What follows belongs to an exercise in optimizing a design on an open flow for small area; a production flow would make more cautious choices.
Function was checked by simulation only, so behaviour that the tests miss may differ from the original.
Power and IR drop assume default switching activity.

### flow/run.sh
#!/bin/bash
# synth_recipe.tcl (not shown) runs the flow's synth.tcl, then flattens the netlist and writes it again
# the make line also repeats each setting of config.mk as NAME=value (left out here)
make -C /OpenROAD-flow-scripts/flow DESIGN_CONFIG=/design/flow/config.mk WORK_HOME=/design/flow/orfs CLKGATE_MAP_FILE= SYNTH_SCRIPT=/design/flow/synth_recipe.tcl finish
### flow/constraint.sdc
create_clock -name core_clock -period 7.5 [get_ports {clk}]
set_input_delay 1.5000 -clock core_clock [delete_from_list [all_inputs] [get_ports {clk}]]
set_output_delay 1.5000 -clock core_clock [all_outputs]
set_load 0.01 [all_outputs]
### flow/design.v
`timescale 1ns / 1ps
package asl_pkg;
    function automatic logic [31:0] atan_entry(input logic [3:0] idx);
        case (idx)
            4'd0:    atan_entry = 32'd536870912;
            4'd1:    atan_entry = 32'd316933406;
            4'd2:    atan_entry = 32'd167458907;
            4'd3:    atan_entry = 32'd85004756;
            4'd4:    atan_entry = 32'd42667331;
            4'd5:    atan_entry = 32'd21354465;
            4'd6:    atan_entry = 32'd10679838;
            4'd7:    atan_entry = 32'd5340245;
            4'd8:    atan_entry = 32'd2670163;
            4'd9:    atan_entry = 32'd1335087;
            4'd10:   atan_entry = 32'd667544;
            4'd11:   atan_entry = 32'd333772;
            4'd12:   atan_entry = 32'd166886;
            4'd13:   atan_entry = 32'd83443;
            4'd14:   atan_entry = 32'd41722;
            default: atan_entry = 32'd20861;
        endcase
    endfunction
endpackage
`timescale 1ns / 1ps
`timescale 1ns / 1ps
`timescale 1ns / 1ps
module angle_slew_limiter_unit
(
    input  logic               clk,
    input  logic               rst_n,
    input  logic               cfg_valid,
    output logic               cfg_ready,
    input  logic [31:0]        cfg_max_rate,
    input  logic               frame_valid,
    output logic               frame_ready,
    input  logic signed [15:0] frame_tgt_x,
    input  logic signed [15:0] frame_tgt_y,
    input  logic signed [15:0] frame_src_x,
    input  logic signed [15:0] frame_src_y,
    input  logic [31:0]        frame_stamp_us,
    output logic               result_valid,
    input  logic               result_ready,
    output logic signed [15:0] result_angle,
    output logic               result_was_limited,
    output logic               result_was_held
);
    localparam logic [2:0] S_IDLE = 3'd0;
    localparam logic [2:0] S_CORD = 3'd1;
    localparam logic [2:0] S_MUL  = 3'd2;
    localparam logic [2:0] S_WAIT = 3'd3;
    localparam logic [2:0] S_PA   = 3'd4;
    localparam logic [2:0] S_PB   = 3'd5;
    localparam logic [2:0] S_ACC  = 3'd6;
    logic [2:0]  st_q, st_n;
    logic [4:0]  ph_q, ph_n;
    logic [5:0]  cnt_q, cnt_n;
    logic        vec_q, vec_n;
    logic [31:0] rate_q, rate_n;
    logic [31:0] last_q, last_n;
    logic [15:0] cur_q, cur_n;
    logic        rv_q, rv_n;
    logic        lim_q, lim_n;
    logic        held_q, held_n;
    logic [16:0] x_q, x_n, y_q, y_n, l_q, l_n, h_q, h_n;
    logic        cx_q, cx_n, cy_q, cy_n, cl_q, cl_n, ch_q, ch_n, pc_q, pc_n;
    logic        dir_q, dir_n, ysgn_q, ysgn_n, ynz_q, ynz_n;
    logic        bw_q, bw_n, dd1_q, dd2_q, rc1_q, rc1_n, rc2_q, rc2_n;
    logic        sat_q, sat_n, dneg_q, dneg_n;
    logic        b1_q, b1_n, b2_q, b2_n, c3_q, c3_n;
    wire ph0  = (ph_q == 5'd0);
    wire ph15 = (ph_q == 5'd15);
    wire ph16 = ph_q[4];
    wire cord    = (st_q == S_CORD);
    wire ld      = cord && (cnt_q == 6'd0);
    wire it      = cord && (cnt_q != 6'd0);
    wire xy_live = cord && (cnt_q != 6'd16);
    wire mul     = (st_q == S_MUL);
    wire pa      = (st_q == S_PA);
    wire pb      = (st_q == S_PB);
    wire [3:0] ii = cnt_q[3:0] - 4'd1;
    wire [15:0] vx  = vec_q ? frame_src_x : frame_tgt_x;
    wire [15:0] vy  = vec_q ? frame_src_y : frame_tgt_y;
    wire        neg = vx[15];
    wire [3:0]  jj  = ph16 ? 4'd15 : ph_q[3:0];
    wire        inx = vx[jj];
    wire        iny = vy[jj];
    wire [5:0]  jsum  = {1'b0, ph_q} + {2'b00, ii};
    wire        inr   = (jsum <= 6'd16);
    wire        tap_y = inr ? y_q[ii] : ysgn_q;
    wire        tap_x = inr & x_q[ii];
    logic xa, xb, xc0, ya, yb, yc0;
    always_comb
    begin
        if (ld)
        begin
            xa = 1'b0;    xb = inx ^ neg;       xc0 = neg;
            ya = 1'b0;    yb = iny ^ neg;       yc0 = neg;
        end
        else
        begin
            xa = x_q[0];  xb = tap_y ^ ~dir_q;  xc0 = ~dir_q;
            ya = y_q[0];  yb = tap_x ^ dir_q;   yc0 = dir_q;
        end
    end
    wire cxu = ph0 ? xc0 : cx_q;
    wire cyu = ph0 ? yc0 : cy_q;
    wire xs  = xa ^ xb ^ cxu;
    wire ys  = ya ^ yb ^ cyu;
    assign cx_n = (xa & xb) | (cxu & (xa ^ xb));
    assign cy_n = (ya & yb) | (cyu & (ya ^ yb));
    wire xin = xy_live & xs;
    wire yin = xy_live & ys;
    always_comb
    begin
        ynz_n  = ynz_q;
        dir_n  = dir_q;
        ysgn_n = ysgn_q;
        if (cord)
        begin
            ynz_n = ph0 ? yin : (ynz_q | yin);
            if (ph16)
            begin
                dir_n  = ~yin & ynz_q;
                ysgn_n = yin;
            end
        end
    end
    wire [31:0] at   = asl_pkg::atan_entry(ii);
    wire        tl   = at[ph_q[3:0]];
    wire        th   = ~ph16 & at[{1'b1, ph_q[3:0]}];
    wire        zsub = vec_q ? dir_q : ~dir_q;
    logic la, lb, lc0, ha, hb, hc0;
    always_comb
    begin
        if (ld && !vec_q)
        begin
            la = 1'b0;    lb = ph15;              lc0 = 1'b0;
            ha = 1'b0;    hb = ph15 & neg;        hc0 = 1'b0;
        end
        else if (ld)
        begin
            la = 1'b0;    lb = ~ph15 & ~ph16;     lc0 = 1'b0;
            ha = h_q[0];  hb = ph15 & neg;        hc0 = pc_q;
        end
        else if (it)
        begin
            la = l_q[0];  lb = tl ^ zsub;         lc0 = zsub;
            ha = h_q[0];  hb = th ^ zsub;         hc0 = pc_q;
        end
        else
        begin
            la = l_q[0];  lb = 1'b0;              lc0 = 1'b0;
            ha = h_q[0];  hb = 1'b0;              hc0 = pc_q;
        end
    end
    wire clu = ph0 ? lc0 : cl_q;
    wire chu = ph0 ? hc0 : ch_q;
    wire zl  = la ^ lb ^ clu;
    wire zh  = ha ^ hb ^ chu;
    assign cl_n = (la & lb) | (clu & (la ^ lb));
    assign ch_n = (ha & hb) | (chu & (ha ^ hb));
    assign pc_n = ph15 ? cl_n : pc_q;
    wire [33:0] cc  = {y_q, x_q};
    wire        lsh = mul & ~cnt_q[5];
    wire        stb = frame_stamp_us[cnt_q[4:0]];
    wire        l0  = last_q[0];
    wire        bwu = (cnt_q == 6'd0) ? 1'b0 : bw_q;
    wire        d0  = lsh & (stb ^ l0 ^ bwu);
    assign bw_n = (~stb & l0) | (~(stb ^ l0) & bwu);
    logic [32:0] ma, mp, ms;
    logic [33:0] mc;
    always_comb
    begin
        mc[22] = rc2_q;
        for (int k = 22; k <= 32; k++)
        begin
            ma[k]   = cc[k-2];
            mp[k]   = (k <= 31) ? (dd2_q & rate_q[k]) : 1'b0;
            ms[k]   = ma[k] ^ mp[k] ^ mc[k];
            mc[k+1] = (ma[k] & mp[k]) | (mc[k] & (ma[k] ^ mp[k]));
        end
        rc2_n = 1'b0;
        mc[11] = rc1_q;
        for (int k = 11; k <= 21; k++)
        begin
            ma[k]   = (k <= 20) ? cc[k-1] : ms[22];
            mp[k]   = dd1_q & rate_q[k];
            ms[k]   = ma[k] ^ mp[k] ^ mc[k];
            mc[k+1] = (ma[k] & mp[k]) | (mc[k] & (ma[k] ^ mp[k]));
        end
        rc2_n = mc[22];
        mc[0] = 1'b0;
        for (int k = 0; k <= 10; k++)
        begin
            ma[k]   = (k <= 9) ? cc[k] : ms[11];
            mp[k]   = d0 & rate_q[k];
            ms[k]   = ma[k] ^ mp[k] ^ mc[k];
            mc[k+1] = (ma[k] & mp[k]) | (mc[k] & (ma[k] ^ mp[k]));
        end
        rc1_n = mc[11];
    end
    logic [33:0] cc_n;
    always_comb
    begin
        for (int m = 0; m <= 9; m++)   cc_n[m] = ms[m+1];
        for (int m = 10; m <= 19; m++) cc_n[m] = ms[m+2];
        for (int m = 20; m <= 29; m++) cc_n[m] = ms[m+3];
        for (int m = 30; m <= 32; m++) cc_n[m] = cc[m+1];
        cc_n[33] = yin;
        if (!mul)
            cc_n[16] = xin;
    end
    assign x_n = cc_n[16:0];
    assign y_n = cc_n[33:17];
    wire mp0  = ms[0];
    wire wr_l = mul && (cnt_q >= 6'd16) && (cnt_q <= 6'd30);
    assign l_n = {wr_l ? mp0 : zl, l_q[16:1]};
    assign h_n = {zh, h_q[16:1]};
    always_comb
    begin
        sat_n = sat_q;
        if (mul && (cnt_q >= 6'd31))
            sat_n = (cnt_q == 6'd31) ? mp0 : (sat_q | mp0);
    end
    wire rate_nz = |rate_q;
    wire sat_e   = sat_q | ~rate_nz;
    wire held    = ((frame_tgt_x == 16'sd0) && (frame_tgt_y == 16'sd0)) ||
                   ((frame_src_x == 16'sd0) && (frame_src_y == 16'sd0));
    wire dj   = h_q[0];
    wire cj   = cur_q[0];
    wire de   = held ? cj : dj;
    wire limj = sat_e ? ph15 : (~ph16 & ~ph15 & l_q[16]);
    wire b1u   = ph0 ? (pb & dneg_q) : b1_q;
    wire delta = de ^ cj ^ b1u;
    wire b1a   = (~de & cj) | (~(de ^ cj) & b1u);
    wire b2u   = ph0 ? 1'b0 : b2_q;
    assign b2_n = (~limj & delta) | (~(limj ^ delta) & b2u);
    wire c3u   = ph0 ? 1'b0 : c3_q;
    wire s2    = delta ^ limj ^ c3u;
    assign c3_n = (delta & limj) | (c3u & (delta ^ limj));
    wire lbx  = limj ^ dneg_q;
    wire nsum = cj ^ lbx ^ b1u;
    wire c4   = (cj & lbx) | (b1u & (cj ^ lbx));
    wire newb = lim_q ? nsum : de;
    assign b1_n = pa ? b1a : c4;
    always_comb
    begin
        cur_n  = cur_q;
        lim_n  = lim_q;
        held_n = held_q;
        dneg_n = dneg_q;
        if ((pa || pb) && !ph16)
            cur_n = {pa ? cj : newb, cur_q[15:1]};
        if (pa && ph15)
        begin
            lim_n  = (~delta & b2_n) | (delta & s2);
            dneg_n = delta;
            held_n = held;
        end
    end
    assign cfg_ready   = 1'b1;
    assign frame_ready = (st_q == S_ACC);
    assign rate_n = cfg_valid ? cfg_max_rate : rate_q;
    assign last_n = lsh ? {stb, last_q[31:1]} : last_q;
    assign ph_n   = ph16 ? 5'd0 : (ph_q + 5'd1);
    always_comb
    begin
        st_n  = st_q;
        cnt_n = cnt_q;
        vec_n = vec_q;
        rv_n  = rv_q & ~result_ready;
        case (st_q)
            S_IDLE:
                if (frame_valid && ph16)
                begin
                    st_n  = S_CORD;
                    cnt_n = 6'd0;
                    vec_n = 1'b0;
                end
            S_CORD:
                if (ph16)
                begin
                    if (cnt_q == 6'd16)
                    begin
                        cnt_n = 6'd0;
                        if (!vec_q)
                            vec_n = 1'b1;
                        else
                            st_n = S_MUL;
                    end
                    else
                        cnt_n = cnt_q + 6'd1;
                end
            S_MUL:
            begin
                cnt_n = cnt_q + 6'd1;
                if (cnt_q == 6'd63)
                    st_n = S_WAIT;
            end
            S_WAIT:
                if (ph16 && !rv_n)
                    st_n = S_PA;
            S_PA:
                if (ph16)
                    st_n = S_PB;
            S_PB:
                if (ph16)
                    st_n = S_ACC;
            S_ACC:
                if (frame_valid)
                begin
                    st_n = S_IDLE;
                    rv_n = 1'b1;
                end
            default:
                st_n = S_IDLE;
        endcase
    end
    always_ff @(posedge clk or negedge rst_n)
    begin
        if (!rst_n)
        begin
            st_q   <= S_IDLE;
            ph_q   <= 5'd0;
            cnt_q  <= 6'd0;
            vec_q  <= 1'b0;
            rate_q <= '0;
            last_q <= '0;
            cur_q  <= '0;
            rv_q   <= 1'b0;
            dd1_q  <= 1'b0;
            dd2_q  <= 1'b0;
            rc1_q  <= 1'b0;
            rc2_q  <= 1'b0;
        end
        else
        begin
            st_q   <= st_n;
            ph_q   <= ph_n;
            cnt_q  <= cnt_n;
            vec_q  <= vec_n;
            rate_q <= rate_n;
            last_q <= last_n;
            cur_q  <= cur_n;
            rv_q   <= rv_n;
            dd1_q  <= d0;
            dd2_q  <= dd1_q;
            rc1_q  <= rc1_n;
            rc2_q  <= rc2_n;
        end
    end
    always_ff @(posedge clk)
    begin
        x_q    <= x_n;
        y_q    <= y_n;
        l_q    <= l_n;
        h_q    <= h_n;
        cx_q   <= cx_n;
        cy_q   <= cy_n;
        cl_q   <= cl_n;
        ch_q   <= ch_n;
        pc_q   <= pc_n;
        dir_q  <= dir_n;
        ysgn_q <= ysgn_n;
        ynz_q  <= ynz_n;
        bw_q   <= bw_n;
        sat_q  <= sat_n;
        dneg_q <= dneg_n;
        b1_q   <= b1_n;
        b2_q   <= b2_n;
        c3_q   <= c3_n;
        lim_q  <= lim_n;
        held_q <= held_n;
    end
    assign result_valid       = rv_q;
    assign result_angle       = cur_q;
    assign result_was_limited = lim_q;
    assign result_was_held    = held_q;
endmodule
### flow/config.mk
export PLATFORM = sky130hd
export DESIGN_NAME = angle_slew_limiter_unit
export DESIGN_NICKNAME = angle_slew_limiter_unit
export VERILOG_FILES = /design/flow/design.v
export SDC_FILE = /design/flow/constraint.sdc
export NUM_CORES = 4
export LEC_CHECK = 0
export CAP_MARGIN = 20
export CORE_MARGIN = 2
export CORE_UTILIZATION = 40
export SLEW_MARGIN = 20
==> run notes <==
## layer usage
metal	global-route usage	vias up	wire (um)
li1	-	3489	-
met1	0.253	3592	10900
met2	0.295	242	11000
met3	0.0395	29	1510
met4	0.0547	0	349
met5	0	-	0
## registers in the layout, indices dropped and copies added (netlist names), 3 cells and up
name and flops:
last_q 32, rate_q 32, h_q 17, l_q 17, x_q 17, y_q 17, cur_q 16, cnt_q 6
ph_q 5, st_q 3
## worst reg2reg max path: stages, from the launching register on
cell and delay (ns):
dfrtp_1 0.80, buf_4 0.43, inv_1 0.21, ha_1 0.24, nor4b_1 0.18, nand2b_1 0.18, nand2_1 0.11, fa_1 0.58
and3_1 0.16, ha_1 0.13, inv_1 0.05, fa_2 0.34, fa_2 0.39, fa_2 0.35, fa_2 0.34, fa_2 0.35
fa_2 0.34, fa_2 0.32, inv_1 0.07, fa_1 0.15, inv_1 0.05, fa_1 0.34, inv_1 0.08, fa_1 0.41
## placed cells by master (no fill, tap or decap), types with 5 or more instances in the layout
cell	synthesis	routed
a31oi_1	5	5
and3_1	8	8
ha_1	16	16
clkdlybuf4s50_1	0	151
nor2_1	39	39
fa_2	0	7
nor4_1	27	27
a21o_1	5	5
edfxtp_1	8	8
mux2i_1	28	28
nand4_1	9	9
mux2_2	83	83
nor2b_1	14	14
nand3b_1	8	8
buf_4	6	18
or3_1	5	5
nand2b_1	13	13
clkbuf_16	0	18
mux4_2	29	29
o211ai_1	9	9
and2_1	30	30
o21ai_0	44	44
nand3_1	13	13
dfrtp_1	100	99
inv_8	0	5
dfxtp_1	76	76
a21oi_1	23	23
xor2_1	6	6
fa_1	40	33
inv_1	39	39
nand2_1	56	56
nor3_1	12	11
## final cells by class
type | count | area share
Multi-Input combinational cell | 607 | 0.433
Sequential cell | 184 | 0.342
Timing Repair Buffer | 170 | 0.133
Clock buffer | 21 | 0.0378
Tap cell | 330 | 0.0331
Inverter | 41 | 0.0129
Clock inverter | 11 | 0.00813
## cell families (layout without fill, tap and decap cells)
| kind of cell | Yosys count | after routing | synth area share |
|---|---|---|---|
| buffers and inverters | 102 | 243 | 0.0460 |
| DFF | 184 | 184 | 0.422 |
| and+or+nand+nor | 254 | 254 | 0.138 |
| AOI/OAI and AO/OA | 144 | 144 | 0.0957 |
| muxes | 141 | 141 | 0.188 |
| other | 1 | 1 | 0.000371 |
| adders and majority gates | 56 | 56 | 0.0991 |
| xor gates and xnor gates | 11 | 11 | 0.0109 |
## path summary, 6_finish.rpt
path / end / slack [ns]
min in group asynchronous: rate_q[23] / 0.95
max: x_q[9] / 0.23
min reg2reg: h_q[15] / 0.32
max reg2reg: x_q[9] / 0.77
min: h_q[15] / 0.32
max in group asynchronous: cur_q[0] / 5.53
## through the flow
step,hold slack (ns),setup TNS [ns],setup WS [ns]
after floorplan,0.310,0,0.0507
after global placement,0.311,-0.772,-0.470
after detailed placement,0.313,-0.949,-0.530
after CTS,0.325,0,0.0457
after global routing,0.327,0,0.0419
final,0.323,0,0.226
## power by group
group          total, mW  internal, mW  switching (mW)  leakage (nW)
Sequential          1.02          1.01          0.0154          1.97
Clock              0.864         0.467           0.397         0.287
Combinational      0.130        0.0889          0.0413          2.79
Total               2.02          1.56           0.454          5.06
## repair_timing
action	in CTS	in global routing
gates cloned	0	0
setup endpoints to repair	1	1
resized for setup	2	7
pin swaps	2	4
==> results.ini <==
[clock_network]
clkLatencyLatePin_ns=0.43
ctsHoldBuffers=0
numClockSinks=184
post_cts_buffers=0
cts_buffers=17
cts_tree=done
cts_buffer_depth=2
root_buffer=clkbuf_16
htreeDepth=4
path_clk_slew_ns=0.07

[timing]
period_share=0.970
clock.fmax_mhz=137
rsz0062_at_grt=no
drv_slew=0
fin_skew_ns=0.00895
setup_viol=0
period_minus_slack_ns=7.27
relSlewSlack=0.490
final-hold-violation-count=0
worst_pin_slew_ns=0.766

[layout]
syn_to_final_growth_pct=23.5
fin_util=0.500
fin_area_sq_um=12500
fin_cells=1364
ff_latch_area_sq_um=4270
multi_input_area_sq_um=5400
antenna_cells=0
drive_gt1_frac=0.181
num-fill-cells=2293
fin_nets=1210

[die]
coreArea_sq_um=25000
dieWidth_um=163
start_util=0.404
rows=58
die_y_um=163
die_area_sq_um=26500
io_pins=154

[synth]
syn_area_sq_um=10100
synthTopCellsByArea=dfrtp_1 25%, dfxtp_1 15%, mux2_2 9.3%
synth_common_cells=100 x dfrtp_1, 83 x mux2_2, 76 x dfxtp_1
yosysTopAreaCell=dfrtp_1
yosysWarnings=1
async_flop_share=0.543
yosysUniqueCellTypes=79
ys_ff_latch=184
synth_top_area_share=0.248
ys.flop_type=dfrtp_1
ys_seq_area_frac=0.422
synthCells=893
synth_fp_nets=1082
synth_edf_count=8
syn_area_per_cell_sq_um=11.3
synth_most_common_cell=dfrtp_1

[placed_design]
gp_congestion=0.855
portBuffers=152
dp_cells=1332
dpl.hpwl_mm=17.2
place_area_sq_um=11900

[detailed_routing]
wl_per_cell_um=17.4
first_pass_iters=5
drt_iter0_drc=457
wirelength_mm=23.7
num_vias=7352
drt-vias-per-instance=5.39
ant_nets=0
remaining_drc_errors=0

[setup_path]
crit_chain=clkdlybuf4s50_1, mux4_2, o21ai_4, nand2_1, mux4_2, fa_1, and3_1, ha_1, inv_1, fa_2, fa_2, fa_2, fa_2, fa_2, fa_2, fa_2, inv_1, fa_1, inv_1, fa_1, inv_1, fa_1
crit_required_ns=7.80
cp_num_cells=22
path_class=in2reg
ff2ff_path_depth=23
cp_slowest_stage_delay_ns=0.57
timing.rr.start=cnt_q[1]
critPathBufInv=5
worst_path_max_delay_cell=fa_1
worstPathMaxFanout=3
critPathTopFamily=adder cells
cp.arrival_ns=7.57
cpMostUsedCell=fa_2
end_kind=flip-flop
crit_path_start_kind=input port
cp-startpoint=frame_stamp_us[3]

[outcome]
status=timing/DRC/antenna clean

[pwr]
power.density_nw_per_um2=162
ir_drop_mv=0.143
total_power_mw=2.02
power.leakage_nw=5.06

[global_routing]
antenna_found_initial=0
grt_max_degree=78
grt_use_total=0.184
grt_pass1_vias=7333
grt_pass1_wl_mm=38.7
grt_overflow=0

[hold_path]
min_path_type=reg2reg
hold_depth=0
min-delay-start=h_q[16]

[job]
maxCapViolations=0

==> static timing again, ports no longer ideal <==
The results above use ideal ports. As a check the final layout listed here was re-extracted and re-timed, cells and wires unchanged.
Step 1 sets driving cells, clkbuf_16 on the clock port and buf_2 on the other inputs (assumed; they add their load-dependent delay and slew).
Step 2 times the ports against the registers' clock, not the clock port: input delays grow and output delays shrink by t, the midpoint of the rising clock arrivals with the driver on.
Slacks: ideal ports / drivers / drivers and shift; pairs: ideal ports / drivers.
t, ns: 0.471
setup WS [ns]: 0.226 / 0.254 / -0.217
worst setup path after step 2: input to register
worst register clock-pin slew, ns: 0.07 / 0.07
pins driven straight from the clock port: 1
Met with ideal ports but missed after step 2: setup timing in this run. The setup slack of this run moves by +0.028 ns with the drivers and by -0.443 ns with both steps.
